What follows belongs to an exercise in optimizing a design on an open flow for small area, a short achievable clock period and few clock cycles per item; a production flow would make more cautious choices.
The RTL was checked by simulation tests, not by an equivalence proof against the original design.
No activity file was given, so power comes from the tool's default toggle rates.

## the reference run
// vt_lru_page_cache
module vt_lru_page_cache #(
    parameter int MAX_SLOTS  = vtlru_pkg::MAX_SLOTS_DEF,
    parameter int COORD_BITS = vtlru_pkg::COORD_BITS_DEF
) (
    input  logic                          aclk,
    input  logic                          aresetn,
    input  logic                          cfg_wr_en,
    input  logic [vtlru_pkg::SIDE_W-1:0]  cfg_wr_data,
    input  logic                          s_valid,
    output logic                          s_ready,
    input  logic                          s_operation,
    input  logic [COORD_BITS-1:0]         s_page_x,
    input  logic [COORD_BITS-1:0]         s_page_y,
    input  logic [vtlru_pkg::MIP_W-1:0]   s_page_mip,
    output logic                          m_valid,
    input  logic                          m_ready,
    output logic                          m_was_resident,
    output logic                          m_loaded,
    output logic [vtlru_pkg::SLOT_W-1:0]  m_slot_col,
    output logic [vtlru_pkg::SLOT_W-1:0]  m_slot_row,
    output logic                          m_evicted,
    output logic [COORD_BITS-1:0]         m_victim_x,
    output logic [COORD_BITS-1:0]         m_victim_y,
    output logic [vtlru_pkg::MIP_W-1:0]   m_victim_mip
);
For scale: roughly 6200 cells after synthesis, ~87000 um^2 of cells after synthesis.
clock: 8.0 ns
lec_check: 0
cap_margin: 20
core_margin: 2
core_utilization: 40
cts_cluster_diameter: 100
cts_cluster_size: 20
setup_slack_margin: 5.0
slew_margin: 20
tns_end_percent: 5
run.sh (not shown) runs the stock make flow with config.mk's settings and CLKGATE_MAP_FILE= SYNTH_SCRIPT=/design/flow/synth_recipe.tcl, a recipe that flattens the netlist after the stock synthesis.
Testbench counts of the reference run, summed over its fixed seeds: cycles 12,018, requests 12,000.
#### Input delta (the trial run over the reference run)
diff --git a/flow/design.v b/flow/design.v
--- a/flow/design.v
+++ b/flow/design.v
@@ -57,29 +57,31 @@
     logic [2:0]    side1_q;    
     logic [6:0]    cap_q;      
     logic [5:0]    wait_q;
     logic          a_valid;
     logic          a_op;
     logic [TW-1:0] a_tag;
     logic          b_valid;
     logic          b_op;
     logic [TW-1:0] b_tag;
     logic [N-1:0]  b_ge;       
     logic          b_hit;      
     logic          b_mlru;     
+    logic [IW-1:0] b_hit_idx;  
     logic          b_same;     
     logic [N-1:0]  en_q;
     logic          x_ins_q;    
     logic          x_ev_q;     
     logic          x_thit_q;   
+    logic [IW-1:0] x_idx_q;    
     logic          hv, tv;
     logic [RW-1:0] hd, td;
     logic [3:0] wr_s;
     logic       full;
     logic       full_q;      
     logic       wdone_q;     
     logic [6:0] wr_cap;
     logic [15:0] wr_dec;
     logic       cnt64;
     logic [N-1:0] tail;
     always_comb begin
         if (cfg_wr_data == 4'd0)      wr_s = 4'd1;
@@ -112,55 +114,55 @@
     logic       a_valid_d, b_valid_d, b_op_d, hv_d, tv_d;
     logic [5:0] wait_d;
     assign s_ready   = s_ready_q;
     assign acc       = s_valid && s_ready_q;
     assign small_cap = !cap_q[6];
     assign a_valid_d = acc || (a_valid && !adv);
     assign b_valid_d = adv ? a_valid : b_valid;
     assign b_op_d    = adv ? a_op : b_op;
     assign wait_d    = go ? 6'd0 : ((wait_q == 6'd63) ? wait_q : wait_q + 6'd1);
     logic [N-1:0]  a_m;
     logic [N-1:0]  a_ge;
     logic          a_mlru;
+    logic [IW-1:0] a_hit_idx;
     always_comb begin
         for (int k = 0; k < N; k++) begin
             a_m[k] = (stk_tag[k] == a_tag) && vld_q[k];
         end
         for (int k = 0; k < N; k++) begin
             a_ge[k] = |(a_m >> k);
         end
         a_mlru = a_m[N-1];
         for (int k = 0; k < N - 1; k++) begin
             a_mlru = a_mlru | (a_m[k] && !vld_q[k+1]);
         end
+        a_hit_idx = '0;
+        for (int k = 0; k < N; k++) begin
+            a_hit_idx = a_hit_idx | (a_m[k] ? stk_idx[k] : '0);
+        end
     end
     logic [N-1:0]  ge;
     logic          hit;
     logic [IW-1:0] hit_idx;
     logic          gone;       
     logic          fresh;      
     assign fresh   = b_same && x_ins_q;
     assign gone    = (b_same && x_thit_q) || (b_mlru && x_ev_q);
     assign hit     = fresh || (b_hit && !(b_mlru && x_ev_q));
+    assign hit_idx = fresh ? x_idx_q : b_hit_idx;
     always_comb begin
         ge[0] = hit;
         for (int k = 1; k < N; k++) begin
             ge[k] = en_q[k] ? (b_ge[k-1] && !gone) : b_ge[k];
         end
-        hit_idx = '0;
-        for (int k = 0; k < N; k++) begin
-            if (ge[k] && ((k == N - 1) || !ge[(k + 1) % N])) begin
-                hit_idx = hit_idx | stk_idx[k];
-            end
-        end
     end
     logic          ins;
     logic          evict;
     logic [IW-1:0] new_idx;
     logic [N-1:0]  en;
     assign ins     = b_op && !hit;
     assign evict   = ins && full;
     assign new_idx = b_op ? (full ? stk_idx[N-1] : count_q[IW-1:0]) : hit_idx;
     always_comb begin
         for (int k = 0; k < N; k++) begin
             en[k] = tail[k] || (go && (b_op ? !hit : ge[k]));
         end
@@ -266,34 +268,37 @@
                           !(b_op_d && small_cap && (count1_q >= cap_q) && (wait_d != 6'd63)));
         end
     end
     always_ff @(posedge aclk) begin
         if (acc) begin
             a_op  <= s_operation;
             a_tag <= {s_page_mip, s_page_y, s_page_x};
         end
         en_q     <= en;
         x_ins_q  <= go && ins;
         x_ev_q   <= go && evict;
         x_thit_q <= go && !b_op && hit;
+        x_idx_q  <= new_idx;
         if (adv) begin
             b_op      <= a_op;
             b_tag     <= a_tag;
             b_ge      <= a_ge;
             b_hit     <= a_ge[0];
             b_mlru    <= a_mlru;
+            b_hit_idx <= a_hit_idx;
             b_same    <= (a_tag == b_tag);
         end else begin
             b_ge      <= ge;
             b_hit     <= hit;
+            b_hit_idx <= hit_idx;
             b_same    <= 1'b0;
         end
         if (!hv || pop) begin
             if (tv) begin
                 hd <= td;
             end else if (go) begin
                 hd <= res;
             end
             if (tv && go) begin
                 td <= res;
             end
         end else if (go) begin
--- outcome ---
Critical path depth: lower on the reference run. In the trial run, fraction of power consumed by combinational cells is lower than in the reference run. Power consumption essentially unchanged between the trial run and the reference run. On starting density of the core, the reference run and the trial run are neck and neck. [compare] base=the reference run new=the trial run: design area climbed about 2.2%; via count climbed 1112; y dimension of the die climbed about 0.8%. On layout sequential cell count, the higher figure sits with the trial run, not the reference run. Sequential share of the synthesized area for the trial run is lower than for the reference run. The buffer count excluding the clock tree in the final layout in the reference run is 0.938 times that in the trial run.
Testbench counts of the trial run, summed over its fixed seeds: cycles 12,018, requests 12,000.

[re-timing with driven ports]
The results above use ideal ports. As a check the final layouts listed here were re-extracted and re-timed, cells and wires unchanged. Step 1 assumes that a clkbuf_16 drives the clock port and a buf_2 every other input. Step 2 moves the port delays by t, midway between the first and last clock arrival at a register: inputs arrive t later, outputs are due t later. That takes back most of the time a late clock gives input paths. Slacks: ideal / step 1 / step 2; pairs: ideal / step 1.
run | shift t [ns] | setup WS [ns] | worst hold slack (ns) | worst setup path after step 2 | cell pins on the clock port's net
the reference run | 0.881 | 4.558 / 4.558 / 4.010 | 0.452 / 0.452 / 0.452 | input to register | 1
the trial run | 0.871 | 4.513 / 4.513 / 4.160 | 0.451 / 0.451 / 0.451 | input to register | 1
After both steps every run listed still meets setup and hold. The setup slack of the reference run, which loses most, moves by 0.000 ns with the drivers and by -0.548 ns with both steps.
